Source: an optimization exercise on an open RTL-to-GDS flow (aim: a short achievable clock period and few clock cycles). Production flows keep margins and buffers that such runs may drop.
Only simulation tests tie the RTL to the original design; equivalence was not proved.
Power is estimated from default activity; no workload was simulated.

### flow/flow/run.sh
#!/bin/bash
set -euo pipefail
bash standard.sh SETUP_SLACK_MARGIN=7 finish > standard_flow.log 2>&1
### flow/standard.sh
#!/bin/bash
# synth_recipe.tcl (not shown) runs the flow's synth.tcl, then flattens the netlist and writes it again
# the make line also repeats each setting of config.mk as NAME=value (left out here)
make -C /OpenROAD-flow-scripts/flow DESIGN_CONFIG=/design/flow/config.mk WORK_HOME=/design/flow/orfs CLKGATE_MAP_FILE= SYNTH_SCRIPT=/design/flow/synth_recipe.tcl "${@:-finish}"
### flow/config.mk
export PLATFORM = sky130hd
export DESIGN_NAME = mipsCpuBus
export DESIGN_NICKNAME = mipsCpuBus
export VERILOG_FILES = /design/flow/design.v
export SDC_FILE = /design/flow/constraint.sdc
export NUM_CORES = 4
export LEC_CHECK = 0
export CAP_MARGIN = 20
export CORE_MARGIN = 2
export CORE_UTILIZATION = 40
export PLACE_DENSITY = 0.45
export SETUP_SLACK_MARGIN = 5
export SLEW_MARGIN = 20
export TNS_END_PERCENT = 100
### flow/constraint.sdc
create_clock -name core_clock -period 10.0 [get_ports {clk}]
set_input_delay 2.0000 -clock core_clock [delete_from_list [all_inputs] [get_ports {clk}]]
set_output_delay 2.0000 -clock core_clock [all_outputs]
set_load 0.01 [all_outputs]
### flow/design.v
package mipsIsaPkg;
    typedef enum logic [5:0] {
        opSpecial = 6'd0,
        opJ       = 6'd2,
        opBeq     = 6'd4,
        opBne     = 6'd5,
        opAddiu   = 6'd9,
        opSlti    = 6'd10,
        opSltiu   = 6'd11,
        opAndi    = 6'd12,
        opOri     = 6'd13,
        opXori    = 6'd14,
        opLui     = 6'd15,
        opLw      = 6'd35,
        opSw      = 6'd43
    } opcodeE;
    typedef enum logic [5:0] {
        fnSll  = 6'd0,
        fnSrl  = 6'd2,
        fnSra  = 6'd3,
        fnSllv = 6'd4,
        fnSrlv = 6'd6,
        fnSrav = 6'd7,
        fnJr   = 6'd8,
        fnAddu = 6'd33,
        fnSubu = 6'd35,
        fnAnd  = 6'd36,
        fnOr   = 6'd37,
        fnXor  = 6'd38,
        fnSlt  = 6'd42,
        fnSltu = 6'd43
    } functE;
    typedef logic [4:0] regIdxT;
    typedef logic [31:0] wordT;
    typedef struct packed {
        opcodeE opcode;
        regIdxT rs;
        regIdxT rt;
        regIdxT rd;
        logic [4:0] shamt;
        functE funct;
    } rFormatS;
    typedef struct packed {
        opcodeE opcode;
        regIdxT rs;
        regIdxT rt;
        logic [15:0] imm;
    } iFormatS;
    typedef struct packed {
        opcodeE opcode;
        logic [25:0] target;
    } jFormatS;
    typedef union packed {
        rFormatS r;
        iFormatS i;
        jFormatS j;
    } instrU;
endpackage
package mipsCpuPkg;
    localparam logic [31:0] resetVector = 32'hBFC00000;
    localparam logic [31:0] haltAddress = 32'h00000000;
    localparam logic [4:0] regV0 = 5'd2;
    localparam int cacheBits = 5;
    localparam int prefetchWords = 24;
    localparam int selAdd = 0;
    localparam int selSub = 1;
    localparam int selAnd = 2;
    localparam int selOr  = 3;
    localparam int selXor = 4;
    localparam int selSlt = 5;
    localparam int selSltu = 6;
    localparam int selSll = 7;
    localparam int selSrl = 8;
    localparam int selSra = 9;
    localparam int nSel = 10;
    typedef struct packed {
        logic [nSel-1:0] sel;
        logic useImm;
        logic zeroA;
        logic shiftByShamt;
        logic isLoad;
        logic isStore;
        logic isBranch;
        logic branchOnEqual;
        logic isJump;
        logic isJumpReg;
        logic regWrite;
        logic useRs;
        logic useRt;
        logic [4:0] destReg;
        logic [4:0] srcA;
        logic [4:0] srcB;
        logic [31:0] imm;
        logic [4:0] shamt;
    } ctrlS;
endpackage
import mipsIsaPkg::*;
import mipsCpuPkg::*;
module mipsDecoder (
    input  logic [31:0] instr,
    output mipsCpuPkg::ctrlS ctrl
);
    logic [5:0] op;
    logic [5:0] fn;
    assign op = instr[31:26];
    assign fn = instr[5:0];
    always_comb begin
        ctrl = '0;
        ctrl.srcA = instr[25:21];
        ctrl.srcB = instr[20:16];
        ctrl.destReg = instr[15:11];
        ctrl.shamt = instr[10:6];
        ctrl.imm = {{16{instr[15]}}, instr[15:0]};
        ctrl.sel[selAdd] = 1'b1;
        case (op)
            6'd0: begin
                ctrl.regWrite = 1'b1;
                ctrl.useRs = 1'b1;
                ctrl.useRt = 1'b1;
                ctrl.sel = '0;
                case (fn)
                    6'd33: ctrl.sel[selAdd] = 1'b1;
                    6'd35: ctrl.sel[selSub] = 1'b1;
                    6'd36: ctrl.sel[selAnd] = 1'b1;
                    6'd37: ctrl.sel[selOr] = 1'b1;
                    6'd38: ctrl.sel[selXor] = 1'b1;
                    6'd42: ctrl.sel[selSlt] = 1'b1;
                    6'd43: ctrl.sel[selSltu] = 1'b1;
                    6'd4:  ctrl.sel[selSll] = 1'b1;
                    6'd6:  ctrl.sel[selSrl] = 1'b1;
                    6'd7:  ctrl.sel[selSra] = 1'b1;
                    6'd0: begin
                        ctrl.sel[selSll] = 1'b1;
                        ctrl.shiftByShamt = 1'b1;
                        ctrl.useRs = 1'b0;
                    end
                    6'd2: begin
                        ctrl.sel[selSrl] = 1'b1;
                        ctrl.shiftByShamt = 1'b1;
                        ctrl.useRs = 1'b0;
                    end
                    6'd3: begin
                        ctrl.sel[selSra] = 1'b1;
                        ctrl.shiftByShamt = 1'b1;
                        ctrl.useRs = 1'b0;
                    end
                    6'd8: begin
                        ctrl.isJumpReg = 1'b1;
                        ctrl.regWrite = 1'b0;
                        ctrl.useRt = 1'b0;
                    end
                    default: begin
                        ctrl.regWrite = 1'b0;
                        ctrl.useRs = 1'b0;
                        ctrl.useRt = 1'b0;
                    end
                endcase
            end
            6'd9, 6'd10, 6'd11, 6'd12, 6'd13, 6'd14, 6'd15: begin
                ctrl.destReg = instr[20:16];
                ctrl.useImm = 1'b1;
                ctrl.regWrite = 1'b1;
                ctrl.useRs = 1'b1;
                ctrl.sel = '0;
                if (op == 6'd12 || op == 6'd13 || op == 6'd14)
                    ctrl.imm = {16'b0, instr[15:0]};
                case (op)
                    6'd10: ctrl.sel[selSlt] = 1'b1;
                    6'd11: ctrl.sel[selSltu] = 1'b1;
                    6'd12: ctrl.sel[selAnd] = 1'b1;
                    6'd13: ctrl.sel[selOr] = 1'b1;
                    6'd14: ctrl.sel[selXor] = 1'b1;
                    6'd15: begin
                        ctrl.sel[selOr] = 1'b1;
                        ctrl.imm = {instr[15:0], 16'b0};
                        ctrl.zeroA = 1'b1;
                        ctrl.useRs = 1'b0;
                    end
                    default: ctrl.sel[selAdd] = 1'b1;
                endcase
            end
            6'd35: begin
                ctrl.destReg = instr[20:16];
                ctrl.useImm = 1'b1;
                ctrl.isLoad = 1'b1;
                ctrl.regWrite = 1'b1;
                ctrl.useRs = 1'b1;
            end
            6'd43: begin
                ctrl.useImm = 1'b1;
                ctrl.isStore = 1'b1;
                ctrl.useRs = 1'b1;
                ctrl.useRt = 1'b1;
            end
            6'd4, 6'd5: begin
                ctrl.isBranch = 1'b1;
                ctrl.branchOnEqual = (op == 6'd4);
                ctrl.useRs = 1'b1;
                ctrl.useRt = 1'b1;
            end
            6'd2: ctrl.isJump = 1'b1;
            default: ;
        endcase
        if (!ctrl.regWrite) ctrl.destReg = 5'd0;
    end
endmodule
import mipsIsaPkg::*;
import mipsCpuPkg::*;
module mipsAlu (
    input  logic [nSel-1:0] sel,
    input  logic [31:0] opA,
    input  logic [31:0] opB,
    input  logic [31:0] opBSum,       
    input  logic carryIn,             
    input  logic [4:0] shamt,
    output logic [16:0] sumLo,
    output logic [16:0] sumHi0,
    output logic [16:0] sumHi1,
    output logic [31:0] other
);
    mipsAdder #(.W(16)) loInst (
        .a(opA[15:0]),
        .b(opBSum[15:0]),
        .cin(carryIn),
        .sum(sumLo)
    );
    mipsAdder #(.W(16)) hi0Inst (
        .a(opA[31:16]),
        .b(opBSum[31:16]),
        .cin(1'b0),
        .sum(sumHi0)
    );
    mipsAdder #(.W(16)) hi1Inst (
        .a(opA[31:16]),
        .b(opBSum[31:16]),
        .cin(1'b1),
        .sum(sumHi1)
    );
    always_comb begin
        other = '0;
        if (sel[selAnd]) other = other | (opA & opB);
        if (sel[selOr]) other = other | (opA | opB);
        if (sel[selXor]) other = other | (opA ^ opB);
        if (sel[selSll]) other = other | (opB << shamt);
        if (sel[selSrl]) other = other | (opB >> shamt);
        if (sel[selSra]) other = other | 32'($signed(opB) >>> shamt);
    end
endmodule
module mipsAluFinish (
    input  logic isSum,               
    input  logic isSlt,
    input  logic isSltu,
    input  logic signsDiffer,         
    input  logic signA,
    input  logic [16:0] sumLo,
    input  logic [16:0] sumHi0,
    input  logic [16:0] sumHi1,
    input  logic [31:0] other,
    output logic [31:0] result
);
    logic [16:0] sumHi;
    logic lessSigned;
    logic lessUnsigned;
    assign sumHi = sumLo[16] ? sumHi1 : sumHi0;
    assign lessUnsigned = ~sumHi[16];
    assign lessSigned = signsDiffer ? signA : sumHi[15];
    assign result = ({sumHi[15:0], sumLo[15:0]} & {32{isSum}})
        | {31'b0, (isSlt & lessSigned) | (isSltu & lessUnsigned)}
        | other;
endmodule
module mipsAdder #(
    parameter int W = 32
) (
    input  logic [W-1:0] a,
    input  logic [W-1:0] b,
    input  logic cin,
    output logic [W:0] sum
);
    localparam int L = (W <= 16) ? 4 : 5;
    logic [W-1:0] g [L + 1];
    logic [W-1:0] p [L + 1];
    logic [W-1:0] x;
    assign x = a ^ b;
    assign g[0] = (a & b) | {{(W - 1){1'b0}}, x[0] & cin};
    assign p[0] = x;
    for (genvar l = 0; l < L; l++) begin : gLevel
        for (genvar i = 0; i < W; i++) begin : gBit
            if (i >= (1 << l)) begin : gMerge
                assign g[l + 1][i] = g[l][i] | (p[l][i] & g[l][i - (1 << l)]);
                assign p[l + 1][i] = p[l][i] & p[l][i - (1 << l)];
            end else begin : gPass
                assign g[l + 1][i] = g[l][i];
                assign p[l + 1][i] = p[l][i];
            end
        end
    end
    assign sum[0] = x[0] ^ cin;
    assign sum[W-1:1] = x[W-1:1] ^ g[L][W-2:0];
    assign sum[W] = g[L][W-1];
endmodule
import mipsIsaPkg::*;
import mipsCpuPkg::*;
module mipsRegFile (
    input  logic clk,
    input  logic reset,
    input  logic [31:0] readSelA,
    input  logic [31:0] readSelB,
    output logic [31:0] readA,
    output logic [31:0] readB,
    input  logic writeEnA,
    input  logic [4:0] writeIdxA,
    input  logic [31:0] writeDataA,
    input  logic writeEnB,
    input  logic [4:0] writeIdxB,
    input  logic [31:0] writeDataB,
    output logic [31:0] registerV0
);
    logic [31:0] regs [32];
    assign regs[0] = '0;
    always_ff @(posedge clk) begin
        if (reset) begin
            for (int i = 1; i < 32; i++) regs[i] <= '0;
        end else begin
            for (int i = 1; i < 32; i++) begin
                if (writeEnA && writeIdxA == 5'(i)) regs[i] <= writeDataA;
                else if (writeEnB && writeIdxB == 5'(i)) regs[i] <= writeDataB;
            end
        end
    end
    always_comb begin
        readA = '0;
        readB = '0;
        for (int i = 1; i < 32; i++) begin
            readA = readA | (regs[i] & {32{readSelA[i]}});
            readB = readB | (regs[i] & {32{readSelB[i]}});
        end
    end
    assign registerV0 = regs[regV0];
endmodule
import mipsIsaPkg::*;
import mipsCpuPkg::*;
module mipsCpuBus (
    input  logic clk,
    input  logic reset,
    output logic active,
    output mipsIsaPkg::wordT registerV0,
    output mipsIsaPkg::wordT address,
    output logic write,
    output logic read,
    input  logic waitrequest,
    output mipsIsaPkg::wordT writeData,
    output logic [3:0] byteEnable,
    input  mipsIsaPkg::wordT readData
);
    localparam int NC = 1 << cacheBits;
    localparam int TW = 32 - cacheBits;
    function automatic logic [31:0] byteSwap(input logic [31:0] word);
        byteSwap = {word[7:0], word[15:8], word[23:16], word[31:24]};
    endfunction
    function automatic logic [NC-1:0] cacheSel(input logic [31:0] a);
        cacheSel = '0;
        cacheSel[a[cacheBits+1:2]] = 1'b1;
    endfunction
    function automatic logic [31:0] regSel(input logic [4:0] r);
        regSel = '0;
        regSel[r] = 1'b1;
    endfunction
    logic [31:0] bAddr;
    logic [31:0] bWData;
    logic bRead;
    logic bWrite;
    logic bFetch;             
    logic bLoad;              
    logic [NC-1:0] bSel;      
    assign address = bAddr;
    assign read = bRead;
    assign write = bWrite;
    assign writeData = bWData;
    assign byteEnable = 4'b1111;
    logic busFree;
    logic fetchDone;
    logic loadDone;
    logic [31:0] rdSwap;
    assign busFree = ~(bRead | bWrite) | ~waitrequest;
    assign fetchDone = bRead & bFetch & ~waitrequest;
    assign loadDone = bRead & bLoad & ~waitrequest;
    assign rdSwap = byteSwap(readData);
    logic [31:0] fpc;         
    logic [NC-1:0] fSel;      
    logic [31:0] pfAddr;      
    logic [NC-1:0] pfSel;
    logic pfZero;
    logic pfRoom;
    logic pfSeq;              
    logic pfStop;             
    logic rstReq;             
    logic [31:0] rstAddr;
    logic [NC-1:0] rstSel;
    logic rstZero;
    logic halting;
    logic cV [NC];
    logic [TW-1:0] cTag [NC];
    logic [31:0] cData [NC];
    logic [9:0] cPre [NC];        
    logic dV;
    logic [31:0] dI;
    logic [31:0] dP4;
    logic [31:0] dSelA;
    logic [31:0] dSelB;
    logic dUseRs;
    logic dUseRt;
    logic [4:0] dDest;
    logic dIsJ;
    logic dIsJr;
    logic dPred;
    logic xV;
    logic [nSel-1:0] xSel;
    logic [31:0] xA;
    logic [31:0] xB;
    logic [31:0] xT;
    logic [31:0] xBSum;
    logic xCin;
    logic xIsSum;
    logic xIsSlt;
    logic xIsSltu;
    logic [4:0] xSh;
    logic xLoad;
    logic xStore;
    logic xBr;
    logic xBrEq;
    logic xJ;
    logic xJr;
    logic xPred;
    logic xWr;
    logic xFast;              
    logic [4:0] xDest;
    logic [31:0] xPc4;
    logic xPc4Zero;
    logic [31:0] xTgt;
    logic [NC-1:0] xPc4Sel;       
    logic [NC-1:0] xTgtSel;
    logic wWe;
    logic [4:0] wDest;
    logic [31:0] wRes;
    logic wIsSum;
    logic wIsSlt;
    logic wIsSltu;
    logic wSignsDiffer;
    logic wSignA;
    logic [16:0] wSumLo;
    logic [16:0] wSumHi0;
    logic [16:0] wSumHi1;
    logic [31:0] wOther;
    logic ldPend;
    logic [4:0] ldDest;
    logic [31:0] xAddr;
    logic xTaken;
    logic [31:0] xNext;
    logic xNextZero;
    logic xRedir;
    logic xHalt;
    logic xLs;
    logic xDone;
    logic xWe;
    logic [16:0] xSumLo;
    logic [16:0] xSumHi0;
    logic [16:0] xSumHi1;
    logic [31:0] xOther;
    mipsAlu aluInst (
        .sel(xSel),
        .opA(xA),
        .opB(xB),
        .opBSum(xBSum),
        .carryIn(xCin),
        .shamt(xSh),
        .sumLo(xSumLo),
        .sumHi0(xSumHi0),
        .sumHi1(xSumHi1),
        .other(xOther)
    );
    mipsAluFinish finishInst (
        .isSum(wIsSum),
        .isSlt(wIsSlt),
        .isSltu(wIsSltu),
        .signsDiffer(wSignsDiffer),
        .signA(wSignA),
        .sumLo(wSumLo),
        .sumHi0(wSumHi0),
        .sumHi1(wSumHi1),
        .other(wOther),
        .result(wRes)
    );
    logic [32:0] xAddrSum;
    mipsAdder addrInst (
        .a(xA),
        .b(xB),
        .cin(1'b0),
        .sum(xAddrSum)
    );
    assign xAddr = xAddrSum[31:0];
    assign xLs = xLoad | xStore;
    assign xTaken = xBr & ((xA == xT) == xBrEq);
    always_comb begin
        if (xJr) xNext = xA;
        else if (xTaken) xNext = xTgt;
        else xNext = xPc4;
        if (xJr) xNextZero = (xA == 32'd0);
        else if (xJ || xTaken) xNextZero = (xTgt == 32'd0);
        else xNextZero = xPc4Zero;
    end
    assign xDone = xV & (~xLs | busFree);
    assign xHalt = xDone & xNextZero;
    assign xRedir = xV & (xJr | (xBr & (xTaken ^ xPred)));
    assign xWe = xV & xWr & ~xLoad;
    logic [31:0] xFastRes;
    assign xFastRes = ((xA & xB) & {32{xSel[selAnd]}}) | ((xA | xB) & {32{xSel[selOr]}})
        | ((xA ^ xB) & {32{xSel[selXor]}});
    mipsCpuPkg::ctrlS dc;
    logic [31:0] rfA;
    logic [31:0] rfB;
    logic [31:0] fwdA;
    logic [31:0] fwdB;
    logic dGo;
    logic dRedir;
    logic dPredTaken;
    logic [31:0] dTgt;
    logic hazLoad;
    logic [31:0] dBVal;
    logic dSubLike;
    mipsDecoder decInst (
        .instr(dI),
        .ctrl(dc)
    );
    mipsRegFile regsInst (
        .clk(clk),
        .reset(reset),
        .readSelA(dSelA),
        .readSelB(dSelB),
        .readA(rfA),
        .readB(rfB),
        .writeEnA(wWe),
        .writeIdxA(wDest),
        .writeDataA(wRes),
        .writeEnB(loadDone & ldPend),
        .writeIdxB(ldDest),
        .writeDataB(rdSwap),
        .registerV0(registerV0)
    );
    always_comb begin
        if (xWe && xFast && xDest == dc.srcA) fwdA = xFastRes;
        else if (wWe && wDest == dc.srcA) fwdA = wRes;
        else if (loadDone && ldPend && ldDest == dc.srcA) fwdA = rdSwap;
        else fwdA = rfA;
        if (xWe && xFast && xDest == dc.srcB) fwdB = xFastRes;
        else if (wWe && wDest == dc.srcB) fwdB = wRes;
        else if (loadDone && ldPend && ldDest == dc.srcB) fwdB = rdSwap;
        else fwdB = rfB;
    end
    assign dBVal = dc.useImm ? dc.imm : fwdB;
    assign dSubLike = dc.sel[selSub] | dc.sel[selSlt] | dc.sel[selSltu];
    always_comb begin
        hazLoad = 1'b0;
        if (xV && xLoad && xWr) begin
            if ((dUseRs && dI[25:21] == xDest) || (dUseRt && dI[20:16] == xDest)
                || dDest == xDest) hazLoad = 1'b1;
        end
        if (xWe && !xFast && ((dUseRs && dI[25:21] == xDest) || (dUseRt && dI[20:16] == xDest)))
            hazLoad = 1'b1;
        if (ldPend && !loadDone) begin
            if ((dUseRs && dI[25:21] == ldDest) || (dUseRt && dI[20:16] == ldDest)
                || dDest == ldDest) hazLoad = 1'b1;
        end
    end
    assign dGo = dV & ~hazLoad & (~xV | ~xLs | busFree) & ~halting;
    assign dPredTaken = dPred;
    logic [32:0] dBrTgt;
    mipsAdder brTgtInst (
        .a(dP4),
        .b({{14{dI[15]}}, dI[15:0], 2'b00}),
        .cin(1'b0),
        .sum(dBrTgt)
    );
    assign dTgt = dIsJ ? {dP4[31:28], dI[25:0], 2'b00} : dBrTgt[31:0];
    assign dRedir = dGo & (dIsJ | dPred);
    logic [31:0] selData;
    logic cacheHit;
    logic fInFlight;
    logic bypassHit;
    logic fHit;
    logic [31:0] fInstr;
    logic fLoad;
    logic pfRestart;
    logic lsIssue;
    logic pfIssue;
    always_comb begin
        selData = '0;
        cacheHit = 1'b0;
        for (int i = 0; i < NC; i++) begin
            selData = selData | (cData[i] & {32{fSel[i]}});
            cacheHit = cacheHit | (fSel[i] & cV[i]
                & (cTag[i] == {fpc[31:cacheBits+2], fpc[1:0]}));
        end
    end
    assign fInFlight = bRead & bFetch & (bAddr == fpc);
    assign bypassHit = fInFlight & ~waitrequest;
    assign fHit = cacheHit | bypassHit;
    assign fInstr = bypassHit ? rdSwap : selData;
    mipsCpuPkg::ctrlS rc;
    logic [9:0] rdPre;
    logic [9:0] selPre;
    logic [9:0] fPre;
    mipsDecoder preDecInst (
        .instr(rdSwap),
        .ctrl(rc)
    );
    assign rdPre = {rc.useRs, rc.useRt, rc.destReg, rc.isJump, rc.isJumpReg,
        rc.isBranch & ((rdSwap[25:21] == rdSwap[20:16]) ? rc.branchOnEqual : rdSwap[15])};
    always_comb begin
        selPre = '0;
        for (int i = 0; i < NC; i++) selPre = selPre | (cPre[i] & {10{fSel[i]}});
    end
    assign fPre = bypassHit ? rdPre : selPre;
    assign fLoad = fHit & (~dV | dGo) & ~halting;
    assign pfRestart = ~cacheHit & ~fInFlight & ((pfAddr != fpc) | pfStop) & ~halting
        & ~(dV & (dIsJ | dIsJr | dPred)) & ~rstReq;
    assign lsIssue = xV & xLs & busFree;
    logic jFollow;
    logic jrZero;
    logic [31:0] jTgt;
    logic [31:0] pfNext;
    logic [NC-1:0] pfNextSel;
    logic pfNextZero;
    assign jFollow = fetchDone & pfSeq & (rdSwap[31:26] == 6'd2) & ~rstReq;
    assign jrZero = fetchDone & pfSeq & (rdSwap[31:21] == 11'd0) & (rdSwap[5:0] == 6'd8)
        & ~rstReq;
    assign jTgt = {pfAddr[31:28], rdSwap[25:0], 2'b00};
    assign pfNext = rstReq ? rstAddr : pfAddr;
    assign pfNextSel = rstReq ? rstSel : pfSel;
    assign pfNextZero = rstReq ? rstZero : pfZero;
    assign pfIssue = busFree & ~(xV & xLs) & (pfRoom | rstReq) & ~pfNextZero & ~halting
        & (~pfStop | rstReq) & ~jFollow;
    always_ff @(posedge clk) begin
        if (reset) begin
            for (int i = 0; i < NC; i++) cV[i] <= 1'b0;
        end else begin
            for (int i = 0; i < NC; i++) begin
                if (fetchDone && bSel[i]) cV[i] <= 1'b1;
            end
        end
        for (int i = 0; i < NC; i++) begin
            if (fetchDone && bSel[i]) begin
                cTag[i] <= {bAddr[31:cacheBits+2], bAddr[1:0]};
                cData[i] <= rdSwap;
                cPre[i] <= rdPre;
            end
        end
    end
    always_ff @(posedge clk) begin
        if (reset) begin
            bAddr <= resetVector;
            bRead <= 1'b1;
            bWrite <= 1'b0;
            bFetch <= 1'b1;
            bLoad <= 1'b0;
            bWData <= '0;
            bSel <= cacheSel(resetVector);
            fpc <= resetVector;
            fSel <= cacheSel(resetVector);
            pfAddr <= resetVector + 32'd4;
            pfSel <= cacheSel(resetVector + 32'd4);
            pfZero <= 1'b0;
            pfRoom <= 1'b1;
            pfSeq <= 1'b1;
            rstReq <= 1'b0;
            pfStop <= 1'b0;
            halting <= 1'b0;
            active <= 1'b1;
            ldPend <= 1'b0;
            ldDest <= '0;
            xV <= 1'b0;
            dV <= 1'b0;
            wWe <= 1'b0;
        end else begin
            wWe <= xWe;
            wDest <= xDest;
            wIsSum <= xIsSum;
            wIsSlt <= xIsSlt;
            wIsSltu <= xIsSltu;
            wSignsDiffer <= xA[31] ^ xB[31];
            wSignA <= xA[31];
            wSumLo <= xSumLo;
            wSumHi0 <= xSumHi0;
            wSumHi1 <= xSumHi1;
            wOther <= xOther;
            if (busFree) begin
                if (lsIssue) begin
                    bAddr <= xAddr;
                    bRead <= xLoad;
                    bWrite <= xStore;
                    bWData <= byteSwap(xT);
                    bFetch <= 1'b0;
                    bLoad <= xLoad;
                end else if (pfIssue) begin
                    bAddr <= pfNext;
                    bSel <= pfNextSel;
                    bRead <= 1'b1;
                    bWrite <= 1'b0;
                    bFetch <= 1'b1;
                    bLoad <= 1'b0;
                end else begin
                    bRead <= 1'b0;
                    bWrite <= 1'b0;
                    bFetch <= 1'b0;
                    bLoad <= 1'b0;
                end
            end
            rstReq <= pfRestart;
            rstAddr <= fpc;
            rstSel <= fSel;
            rstZero <= (fpc == 32'd0);
            if (pfIssue) begin
                pfAddr <= pfNext + 32'd4;
                pfSel <= {pfNextSel[NC-2:0], pfNextSel[NC-1]};
                pfZero <= (pfNext == 32'hFFFFFFFC);
                pfSeq <= 1'b1;
            end else if (rstReq) begin
                pfAddr <= rstAddr;
                pfSel <= rstSel;
                pfZero <= rstZero;
                pfSeq <= 1'b0;
            end else if (jFollow) begin
                pfAddr <= jTgt;
                pfSel <= cacheSel(jTgt);
                pfZero <= (jTgt == 32'd0);
                pfSeq <= 1'b0;
            end
            if (rstReq) pfStop <= 1'b0;
            else if (jrZero) pfStop <= 1'b1;
            if (rstReq) pfRoom <= 1'b1;
            else pfRoom <= (pfAddr - fpc) < 32'((prefetchWords - 1) * 4);
            if (lsIssue && xLoad) begin
                ldPend <= xWr;
                ldDest <= xDest;
            end else if (loadDone) begin
                ldPend <= 1'b0;
            end
            if (xHalt) halting <= 1'b1;
            if ((halting | (xHalt & ~xWe)) & busFree & ~lsIssue & ~pfIssue) active <= 1'b0;
            if (xRedir) begin
                fpc <= xNext;
                if (xJr) fSel <= cacheSel(xA);
                else if (xTaken) fSel <= xTgtSel;
                else fSel <= xPc4Sel;
            end else if (dRedir) begin
                fpc <= dTgt;
                fSel <= cacheSel(dTgt);
            end else if (fLoad) begin
                fpc <= fpc + 32'd4;
                fSel <= {fSel[NC-2:0], fSel[NC-1]};
            end
            if (fLoad) begin
                dI <= fInstr;
                dP4 <= fpc + 32'd4;
                dSelA <= regSel(fInstr[25:21]);
                dSelB <= regSel(fInstr[20:16]);
                {dUseRs, dUseRt, dDest, dIsJ, dIsJr, dPred} <= fPre;
            end
            if (xRedir || xHalt) dV <= 1'b0;
            else if (fLoad) dV <= ~dRedir;
            else if (dGo) dV <= 1'b0;
            if (dGo) begin
                xSel <= dc.sel;
                xA <= dc.zeroA ? 32'd0 : fwdA;
                xB <= dBVal;
                xBSum <= dSubLike ? ~dBVal : dBVal;
                xCin <= dSubLike;
                xIsSum <= dc.sel[selAdd] | dc.sel[selSub];
                xIsSlt <= dc.sel[selSlt];
                xIsSltu <= dc.sel[selSltu];
                xT <= fwdB;
                xSh <= dc.shiftByShamt ? dc.shamt : fwdA[4:0];
                xLoad <= dc.isLoad;
                xStore <= dc.isStore;
                xBr <= dc.isBranch;
                xBrEq <= dc.branchOnEqual;
                xJ <= dc.isJump;
                xJr <= dc.isJumpReg;
                xPred <= dPredTaken;
                xWr <= dc.regWrite & (dc.destReg != 5'd0);
                xFast <= ~dc.isLoad & ((dc.sel & ~(nSel'(1) << selAnd | nSel'(1) << selOr
                    | nSel'(1) << selXor)) == '0);
                xDest <= dc.destReg;
                xPc4 <= dP4;
                xPc4Zero <= (dP4 == 32'd0);
                xTgt <= dTgt;
                xPc4Sel <= cacheSel(dP4);
                xTgtSel <= cacheSel(dTgt);
            end
            if (dGo) xV <= ~(xRedir | xHalt);
            else if (xDone) xV <= 1'b0;
        end
    end
endmodule
==> impl_metrics.yaml <==
run_status:
  status: "finished clean"
pwr:
  leakagePower_nw: 89.5
  p_per_area_mw_per_mm2: 162
  peakVddDrop_uv: 152
clocking:
  cts_inserted_buffers: 452
  cts_tree: "done"
  cts.clk_slew.worst_paths_ps: 60
  clk_latency_ps: 1130
  htreeDepth: 5
  cts.sinks: 4069
  clockBufferDepth: 4
  clockRootBuffer: "clkbuf_16"
sta:
  worst_pin_slew_ps: 1440
  rsz0062_at_grt: "true"
  slew_violations: 0
  finalSetupViolations: 0
  hold_viol: 0
  fmax_ghz: 0.253
  tns_ps: 0
  slew_headroom_pct: 4.11
  period_share_pct: 39.5
  finalClockSkew_ps: 112
  min_period_ps: 3950
setup_path:
  critPathKind: "flop to flop"
  crit_path_end_kind: "flop"
  start_kind: "flop"
  rr_worst_depth: 13
  crit_fanout: 13
  worst_ep_arrival_time_ps: 4770
  required_ps: 10820
die:
  dieArea_sq_mm: 0.482
  num_rows: 253
  ios: 138
  die_x_microns: 694
  chipHeight_microns: 694
  fp.coreArea_sq_mm: 0.475
  start_util_pct: 40.1
route:
  vias: 177000
  drc: 0
  vias_per_cell: 7.23
  routedWlPerCell_microns: 49.4
  ant_nets: 0
  drt_wl_total_microns: 1210000
  first_pass_iters: 17
  drtIter0Drc: 33600
yosys:
  yosys.cell_types.count: 102
  synthArstFlopShare_pct: 0
  synth.top_cell.area_share_pct: 44.0
  avgSynthCellArea_sq_um: 11.7
  synth_edf_count: 2788
  synth_cells: 16300
  synthTopCellsByArea: "edfxtp_1 (44%), dfxtp_1 (13%), mux2i_1 (6.4%)"
  synth_area_leader_cell: "edfxtp_1"
  synth_ff_type: "edfxtp_1"
  ys_warn_count: 15
  yosys.cell_count.top_type: "edfxtp_1"
  synth_common_cells: "edfxtp_1 (2788), nor2_1 (1601), dfxtp_1 (1281)"
  syn_area_sq_mm: 0.190
  seq_area_frac_synth_pct: 57.4
  synth-seq-cells: 4069
cells_and_area:
  fin_util_pct: 53.2
  drive_gt1_share_pct: 27.2
  fin_nets: 18000
  area_growth_syn_to_layout_pct: 32.6
global_route:
  grt_max_degree: 191
  grt_usage_pct: 47.2
  antenna_found_initial: 108
  grt_pass1_vias: 156000
  grt_overflow: 0
  grt_pass1_wl_microns: 1520000
run:
  maxCapViolCount: 0
worst_hold_path:
  hp-class: "flop to flop"
  holdPathStages: 0
placement:
  routabilityCongestion: 0.952
  hpwl_microns: 604000
  portBuffers: 133
area by class of cell:
| cell class | instances | area (sq um) |
|---|---|---|
| Timing Repair inverter | 2 | 16.3 |
| Multi-Input combinational cell | 10700 | 86100 |
| Clock inverter | 173 | 1470 |
| Tap cell | 6247 | 7820 |
| Fill cell | 39800 | 222000 |
| Sequential cell | 4069 | 110000 |
| Antenna cell | 87 | 218 |
| Inverter | 189 | 853 |
| Timing Repair Buffer | 2308 | 33300 |
| Clock buffer | 665 | 12900 |
kinds of logic after synthesis:
group / Yosys count / share of synthesized area, %
xor+xnor: 1178 / 5.43
flops: 4069 / 57.4
mux: 1296 / 6.96
buf+inv: 1647 / 3.51
other cells: 1 / 0.00197
compound gates: 4156 / 16.2
simple gates: 3787 / 9.12
fa+ha+maj: 199 / 1.33
power breakdown:
part           total (mW)  switching, mW  internal (mW)  leakage [nW]
sequential           19.0          0.366           18.6          35.6
clock                16.8           7.44           9.36          7.01
combinational        5.08           3.39           1.69          46.9
total                40.8           11.2           29.7          89.5
registers in the layout, summed over array words and instances (netlist names), 320 cells and up, named ones only:
| name | count |
|---|---|
| cTag | 864 |
| cPre | 320 |
| regsInst.regs | 992 |
| cData | 1024 |
placed cells by master, fill, tap and decap left out, types with 526 or more instances in the layout:
cell type / instances
edfxtp_1: 2788
dfxtp_1: 1115
clkbuf_16: 526
a22oi_1: 789
a211oi_1: 849
xor2_1: 997
nor2_1: 1339
mux2i_1: 1099
buf_4: 889
nand2_1: 582
repair_timing:
action | 4_1_cts | 5_1_grt
buffers inserted | 1006 | 306
hold buffers | 0 | 0
gates cloned | 318 | 73
gates resized for setup | 3069 | 1397
setup endpoints to repair | 4699 | 2591
pin swaps | 985 | 714
final timing paths:
path                            endpoint  slack (ps)       from
worst max-delay path              xT[30]        6050  dSelB[29]
worst min-delay path              wIsSlt         430    xSel[5]
worst max register to register    xT[30]        6050  dSelB[29]
worst min register to register    wIsSlt         430    xSel[5]
critical path, cell delays in order (launching register included):
cell and delay (ps):
edfxtp_1 410, buf_8 210, buf_16 210, a22o_1 230
a221oi_1 240, nand4_1 200, nor3_4 1120, a211oi_4 120
a21oi_2 230, o21ai_2 110, buf_4 180, buf_6 110
buf_6 100, buf_6 100
per-stage QoR:
stage	worst slack, ps	total power, mW	std cells	hold WS, ps	cell area [sq um]
after floorplan	2320	20.9	16300	400	191000
after global placement	2560	22.4	21800	408	199000
after detailed placement	2810	22.4	21800	408	199000
after CTS	6110	40.1	24000	427	242000
after global routing	6090	41.4	24400	450	252000
final	6050	40.8	24400	426	253000
routing by layer:
layer  wire length, microns  global-route usage (%)  vias up
met5                   2500                    1.42        -
met4                 118000                    33.8      106
met3                 171000                    18.5     5080
met2                 487000                    66.8    16200
met1                 428000                    58.3    89500
li1                       -                       -    65900
Testbench counts, summed over its fixed seeds: cycles 95,663.

==> re-timing with driven ports <==
The flow's constraints put no driver on any port. The routed layout listed below was extracted and timed again, unchanged, in two steps.
Step 1: set_driving_cell puts a clkbuf_16 on clk and a buf_2 on each other input, an assumption about the parent block.
Step 2 also shifts input and output timing later by t, the mid clock arrival at the registers, as if the neighbouring blocks saw the same clock.
Slacks: no drivers / after step 1 / after step 2; pairs: no drivers / after step 1.
t, ns: 1.200
setup slack, ns: 6.049 / 6.049 / 4.867
worst setup path at the end: input to register
cell pins on the clock port's net: 1
After both steps setup and hold are still met in this run. The setup slack of this run moves by 0.000 ns with the drivers and by -1.182 ns with both steps.
